What follows belongs to an exercise in optimizing a design on an open flow for small area; a production flow would make more cautious choices.
RTL that was checked went through simulation tests only; none was proved equivalent to the original.

== main ==
==> flow/design.v <==
`default_nettype none
package host_pkg;
  typedef logic [31:0] cfg_addr_t;
  typedef logic [31:0] cfg_data_t;
  typedef logic [1:0]  cfg_resp_t;
  typedef logic [2:0]  reg_idx_t;
  typedef logic [31:0] counter_t;
  localparam cfg_resp_t RespOkay   = 2'b00;
  localparam cfg_resp_t RespSlvErr = 2'b10;
  localparam int unsigned NumCounters = 4;
  localparam cfg_data_t UnmappedData = 32'hdeadf000;
  localparam reg_idx_t CntBaseIdx = 3'd0;
  localparam reg_idx_t ThrBaseIdx = 3'd4;
  typedef struct packed {
    logic write_miss;
    logic write_hit;
    logic read_miss;
    logic read_hit;
  } llc_events_t;
  typedef struct packed {
    logic      aw_valid;
    cfg_addr_t aw_addr;
    logic      w_valid;
    cfg_data_t w_data;
    logic      b_ready;
    logic      ar_valid;
    cfg_addr_t ar_addr;
    logic      r_ready;
  } lite_req_t;
  typedef struct packed {
    logic      aw_ready;
    logic      w_ready;
    logic      b_valid;
    cfg_resp_t b_resp;
    logic      ar_ready;
    logic      r_valid;
    cfg_resp_t r_resp;
    cfg_data_t r_data;
  } lite_resp_t;
  typedef enum logic [1:0] {
    CFG_IDLE,
    CFG_RDATA,
    CFG_BRESP
  } cfg_state_e;
endpackage
`default_nettype wire
`timescale 1ns/1ps
`default_nettype none
module host_domain_top (
  input  logic        clk_i,
  input  logic        arst_n_i,
  input  logic        cfg_aw_valid_i,
  input  logic [31:0] cfg_aw_addr_i,
  input  logic        cfg_w_valid_i,
  input  logic [31:0] cfg_w_data_i,
  input  logic        cfg_b_ready_i,
  input  logic        cfg_ar_valid_i,
  input  logic [31:0] cfg_ar_addr_i,
  input  logic        cfg_r_ready_i,
  output logic        cfg_aw_ready_o,
  output logic        cfg_w_ready_o,
  output logic        cfg_b_valid_o,
  output logic [1:0]  cfg_b_resp_o,
  output logic        cfg_ar_ready_o,
  output logic        cfg_r_valid_o,
  output logic [1:0]  cfg_r_resp_o,
  output logic [31:0] cfg_r_data_o,
  input  logic [3:0]  llc_events_i,
  output logic [3:0]  pmu_irq_o,
  input  logic        dma_pe_evt_valid_i,
  output logic        dma_pe_evt_o,
  output logic        dma_pe_evt_ack_o
);
  logic rv_q, bv_q;
  logic idle, rd_acc, wr_acc;
  assign idle   = ~(rv_q | bv_q);
  assign rd_acc = idle & cfg_ar_valid_i;
  assign wr_acc = idle & ~cfg_ar_valid_i & cfg_aw_valid_i & cfg_w_valid_i;
  always_ff @(posedge clk_i or negedge arst_n_i) begin
    if (!arst_n_i) begin
      rv_q <= 1'b0;
      bv_q <= 1'b0;
    end else begin
      rv_q <= rd_acc | (rv_q & ~cfg_r_ready_i);
      bv_q <= wr_acc | (bv_q & ~cfg_b_ready_i);
    end
  end
  assign cfg_ar_ready_o = idle;
  assign cfg_aw_ready_o = idle & ~cfg_ar_valid_i & cfg_w_valid_i;
  assign cfg_w_ready_o  = idle & ~cfg_ar_valid_i & cfg_aw_valid_i;
  assign cfg_r_valid_o  = rv_q;
  assign cfg_b_valid_o  = bv_q;
  logic       ar_map, aw_map;
  logic [2:0] ar_idx, aw_idx;
  assign ar_map = ~|cfg_ar_addr_i[31:5];
  assign aw_map = ~|cfg_aw_addr_i[31:5];
  assign ar_idx = cfg_ar_addr_i[4:2];
  assign aw_idx = cfg_aw_addr_i[4:2];
  logic [3:0] cnt_ld, thr_we;
  always_comb begin
    for (int k = 0; k < 4; k++) begin
      cnt_ld[k] = wr_acc & aw_map & (aw_idx == 3'(k));
      thr_we[k] = wr_acc & aw_map & (aw_idx == 3'(k + 4));
    end
  end
  logic        init_q;
  logic [31:0] cnt_q [4];
  always_ff @(posedge clk_i or negedge arst_n_i) begin
    if (!arst_n_i) init_q <= 1'b0;
    else           init_q <= 1'b1;
  end
  always_ff @(posedge clk_i) begin
    for (int k = 0; k < 4; k++) begin
      if (cnt_ld[k])
        cnt_q[k] <= cfg_w_data_i;
      else if (init_q)
        cnt_q[k] <= cnt_q[k] + {31'd0, llc_events_i[k] & ~&cnt_q[k]};
      else
        cnt_q[k] <= {31'd0, llc_events_i[k]};
    end
  end
  logic [31:0] thr_q [4];
  logic [3:0]  thr_nz_q;
  always_ff @(posedge clk_i) begin
    for (int k = 0; k < 4; k++) begin
      if (thr_we[k]) thr_q[k] <= cfg_w_data_i;
    end
  end
  always_ff @(posedge clk_i or negedge arst_n_i) begin
    if (!arst_n_i) begin
      thr_nz_q <= '0;
    end else begin
      for (int k = 0; k < 4; k++) begin
        if (thr_we[k]) thr_nz_q[k] <= |cfg_w_data_i;
      end
    end
  end
  always_comb begin
    for (int k = 0; k < 4; k++) begin
      pmu_irq_o[k] = thr_nz_q[k] & (cnt_q[k] >= thr_q[k]);
    end
  end
  logic [31:0] rd_val, r_data_q;
  logic        resp_q;
  always_comb begin
    rd_val = ar_map ? 32'd0 : 32'hdeadf000;
    for (int k = 0; k < 4; k++) begin
      if (ar_map & init_q & (ar_idx == 3'(k)))            rd_val = rd_val | cnt_q[k];
      if (ar_map & thr_nz_q[k] & (ar_idx == 3'(k + 4)))   rd_val = rd_val | thr_q[k];
    end
  end
  always_ff @(posedge clk_i) begin
    if (idle) begin
      r_data_q <= rd_val;
      resp_q   <= cfg_ar_valid_i ? ~ar_map : ~aw_map;
    end
  end
  assign cfg_r_data_o = r_data_q;
  assign cfg_r_resp_o = {resp_q, 1'b0};
  assign cfg_b_resp_o = {resp_q, 1'b0};
  logic [1:0] sync_q;
  logic       last_q, pulse_q;
  always_ff @(posedge clk_i or negedge arst_n_i) begin
    if (!arst_n_i) begin
      sync_q  <= '0;
      last_q  <= 1'b0;
      pulse_q <= 1'b0;
    end else begin
      sync_q  <= {sync_q[0], dma_pe_evt_valid_i};
      last_q  <= sync_q[1];
      pulse_q <= sync_q[1] ^ last_q;
    end
  end
  assign dma_pe_evt_ack_o = sync_q[1];
  assign dma_pe_evt_o     = pulse_q;
endmodule
`default_nettype wire
Settings: LEC_CHECK=0, CAP_MARGIN=20, CORE_MARGIN=2, CORE_UTILIZATION=40, SLEW_MARGIN=20; clock period 5.0 ns.
run.sh (not shown) runs the stock make flow with config.mk's settings and CLKGATE_MAP_FILE= SYNTH_SCRIPT=/design/flow/synth_recipe.tcl, a recipe that flattens the netlist after the stock synthesis.
main went all the way through the flow, and no timing, DRC or antenna check failed.
diff inputs: main => the feature branch
-- flow/design.v --
<<< main, line 120
    end
  end
  logic [31:0] thr_q [4];
  logic [3:0]  thr_nz_q;
>>> the feature branch, line 120
    end
  end
  function automatic logic cnt_ge(input logic [31:0] a, input logic [31:0] b);
    logic c;
    c = 1'b1;
    for (int i = 0; i < 32; i++) c = (a[i] & ~b[i]) | (c & (a[i] | ~b[i]));
    cnt_ge = c;
  endfunction
  logic [31:0] thr_q [4];
  logic [3:0]  thr_nz_q;
<<< main, line 138
  always_comb begin
    for (int k = 0; k < 4; k++) begin
      pmu_irq_o[k] = thr_nz_q[k] & (cnt_q[k] >= thr_q[k]);
    end
  end
>>> the feature branch, line 144
  always_comb begin
    for (int k = 0; k < 4; k++) begin
      pmu_irq_o[k] = thr_nz_q[k] & cnt_ge(cnt_q[k], thr_q[k]);
    end
  end
==> run summary <==
- Summary — worst hold slack across all endpoints, the feature branch relative to main: higher, by 3.4 ps.
- The initial core utilization number comes out lower for main vs the feature branch.
- | detailed-routed wire length on met2 | higher: main |
- On met3 usage: between the feature branch and main, it ends up higher for main.
- The feature branch vs main: share of synthesized area occupied by flip-flops and latches up
- Of the feature branch and main, the higher detailed-route wire length belongs to main.
- Going from main to the feature branch, final cell area excluding filler cells shrank by a little under 10%.
No functional check of the RTL was part of the feature branch.

-- re-timing with driven ports --
No port has a modelled driver above. Below, the same layouts with a new extraction and two added sets of constraints.
Step 1, drivers: a clkbuf_16 drives clk_i and a buf_2 each remaining input, both assumed.
Step 2 also shifts input and output timing later by t, the mid clock arrival at the registers, as if the neighbouring blocks saw the same clock.
Slacks: ideal / step 1 / step 2; pairs: ideal / step 1.
run | shift t [ns] | setup slack, ns | worst setup path after step 2
main | 0.594 | 0.478 / 0.427 / 1.021 | register to output
the feature branch | 0.576 | 0.196 / 0.143 / 0.719 | register to output
After both steps every run listed still meets setup and hold.
